What follows belongs to an exercise in optimizing a design on an open flow for small area, a short achievable clock period and few clock cycles; a production flow would make more cautious choices.
The RTL was checked by simulation tests, not by an equivalence proof against the original design.
Power and IR drop assume default switching activity.

== yarrow ==
Design isp_top, start of the top module:
module isp_top (
    input  logic             clk,
    input  logic             rst_n,
    input  logic             in_valid,
    input  logic             in_mode,
    input  isp_pkg::ratio_t  in_ratio_mode,
    input  logic             pix_valid,
    input  isp_pkg::beat_t   pix_data,
    output logic             busy,
    output logic             out_valid,
    output isp_pkg::result_t out_data
);
clock: 8.0 ns
lec_check: 0
abc_area: 1
cap_margin: 20
core_margin: 2
core_utilization: 60
cts_cluster_diameter: 80
cts_cluster_size: 30
setup_slack_margin: 5
slew_margin: 20
standard.sh (not shown) runs the stock make flow with config.mk's settings and CLKGATE_MAP_FILE= SYNTH_SCRIPT=/design/flow/synth_recipe.tcl, a recipe that flattens the netlist after the stock synthesis.
==> flow/flow/run.sh <==
#!/bin/bash
# The standard layout (standard.sh), with plain buffers (buf_1) on the
# ports instead of the delay buffers buffer_ports picks by default, and
# timing repair aimed at a setup slack of 5.3 ns.
set -euo pipefail
mkdir -p logs
export BUFFER_PORTS_ARGS="-buffer_cell sky130_fd_sc_hd__buf_1"
bash standard.sh SETUP_SLACK_MARGIN=5.3 finish > logs/standard.log 2>&1
Testbench counts of yarrow, summed over its fixed seeds: cycles 18,626.
## Diff of input files: lagoon against yarrow
- TNS_END_PERCENT: unset -> 30
--- a/flow/flow/run.sh
+++ b/flow/flow/run.sh
@@ -4 +4 @@
-# timing repair aimed at a setup slack of 5.3 ns.
+# timing repair aimed at a setup slack of 5 ns.
@@ -8 +8 @@
-bash standard.sh SETUP_SLACK_MARGIN=5.3 finish > logs/standard.log 2>&1
+bash standard.sh SETUP_SLACK_MARGIN=5 finish > logs/standard.log 2>&1
## What came out
Looking at shortest clock period the worst path allows after layout, lagoon sits 0.13 ns higher than yarrow does.
On count of TritonRoute iterations in the first routing pass, the higher figure sits with lagoon, not yarrow.
Non-clock inverter count in the final layout: lagoon vs yarrow — no meaningful difference

build 11:
Another version of the RTL of isp_top (not shown whole).
Size: ~550 flip-flops, roughly 150 I/O pins, about 28,000 um^2 of cells after synthesis.
clock: 8.0 ns
lec_check: 0
abc_area: 1
cap_margin: 20
core_margin: 2
core_utilization: 40
setup_slack_margin: 5
slew_margin: 20
run.sh (not shown) runs the stock make flow with config.mk's settings and CLKGATE_MAP_FILE= SYNTH_SCRIPT=/design/flow/synth_recipe.tcl, a recipe that flattens the netlist after the stock synthesis.
Stock flow here: none of the scripts above is used.
Testbench counts of build 11, summed over its fixed seeds: cycles 18,560.
--- input diff build 11..build 47 ---
Settings: CTS_BUF_LIST newly set to sky130_fd_sc_hd__clkbuf_8.
### Flow results
- Looking at post-CTS setup buffer count, build 47 sits 3 lower than build 11 does.
- Between build 11 and build 47, the difference in total number of cells along the worst setup path is negligible.
- [compare] base=build 11 new=build 47: clock buffer count from CTS increased by 58% relative to the old numbers, fraction of area in multi-input gates went up 0.24 points.
- Comparing build 11 and build 47, the lower areal power density over the cells is on build 47.
- Sequential share of layout area, build 11 and build 47: higher on build 47
- On total met2 wirelength after detailed routing: build 47 sits above build 11.
- Build 47 ended up with a higher final worst-path setup slack than build 11 did.
- From build 11 to build 47, post-cts hold buffer count did not move at all.
Relative to build 47, the following input files were edited for build 78:
Settings: CTS_BUF_LIST: sky130_fd_sc_hd__clkbuf_8 -> sky130_fd_sc_hd__clkbuf_4.
Notes after the runs:
- Comparing cell-internal power for build 78 and build 47, the bigger number came from build 47.
- Sort build 78 and build 47 by slew at the pin closest to its max-slew limit, ascending, and build 47 comes first.
- Build 78 vs build 47 — count of non-CTS buffers in the layout climbed slightly
- Between build 47 and build 78, the combinational power does not differ in any meaningful way.
- The end of the critical path comes out busy in one run and i_tree.q141 in the other, namely in build 78 and build 47 respectively.
- Higher number of global-route vias before repair was reported by build 78, not build 47.
- Count of routing violations after the opening detailed-route iteration: build 78 vs build 47 down 79
- Part of the cycle the worst path needs is higher on build 78
diff inputs: build 78 => build 62
Settings: CTS_CLUSTER_SIZE newly set to 30; CTS_BUF_LIST removed (was sky130_fd_sc_hd__clkbuf_4); CTS_CLUSTER_DIAMETER newly set to 80.
## What came out
- Build 62 completed every stage of the flow, and the final layout passed the timing, design-rule and antenna checks.
- Compared with build 78, in build 62 switching part of the total power rose 1.2 points, power in the clock group fell about 28%, wire length after detailed routing fell about 2.3%, total routing usage reported by global routing fell 0.80 points.

## afterwards: timing with drivers on the ports
No port has a modelled driver above. Below, the same layouts with a new extraction and two added sets of constraints.
Step 1 (the two cells are an assumption about what drives the block):
set clk [get_ports {clk}]
set_driving_cell -lib_cell sky130_fd_sc_hd__clkbuf_16 $clk
set_driving_cell -lib_cell sky130_fd_sc_hd__buf_2 [delete_from_list [all_inputs] $clk]
Step 2 adds t to the input delays and takes it off the output delays; t is the mean of the earliest and latest rising clock arrival at the registers after step 1. Input paths then give back, and output paths get back, about the clock's delay inside the block.
a / b / c = no drivers / after step 1 / after step 2; a / b = the first two.
run | t (ns) | slack for setup (ns) | hold WS [ns] | worst register clock-pin slew, ns
yarrow | 0.667 | 5.216 / 5.209 / 4.684 | 0.331 / 0.331 / 0.331 | 0.12 / 0.12
lagoon | 0.645 | 5.088 / 5.115 / 4.470 | 0.331 / 0.331 / 0.331 | 0.11 / 0.11
build 11 | 0.675 | 5.026 / 5.007 / 4.390 | 0.332 / 0.332 / 0.332 | 0.07 / 0.07
build 47 | 0.734 | 5.045 / 5.033 / 4.335 | 0.330 / 0.330 / 0.330 | 0.07 / 0.07
build 78 | 0.992 | 4.889 / 4.832 / 4.179 | 0.321 / 0.321 / 0.321 | 0.08 / 0.08
build 62 | 0.664 | 5.029 / 5.020 / 4.401 | 0.336 / 0.336 / 0.336 | 0.11 / 0.11
After both steps setup and hold are still met in every run listed.
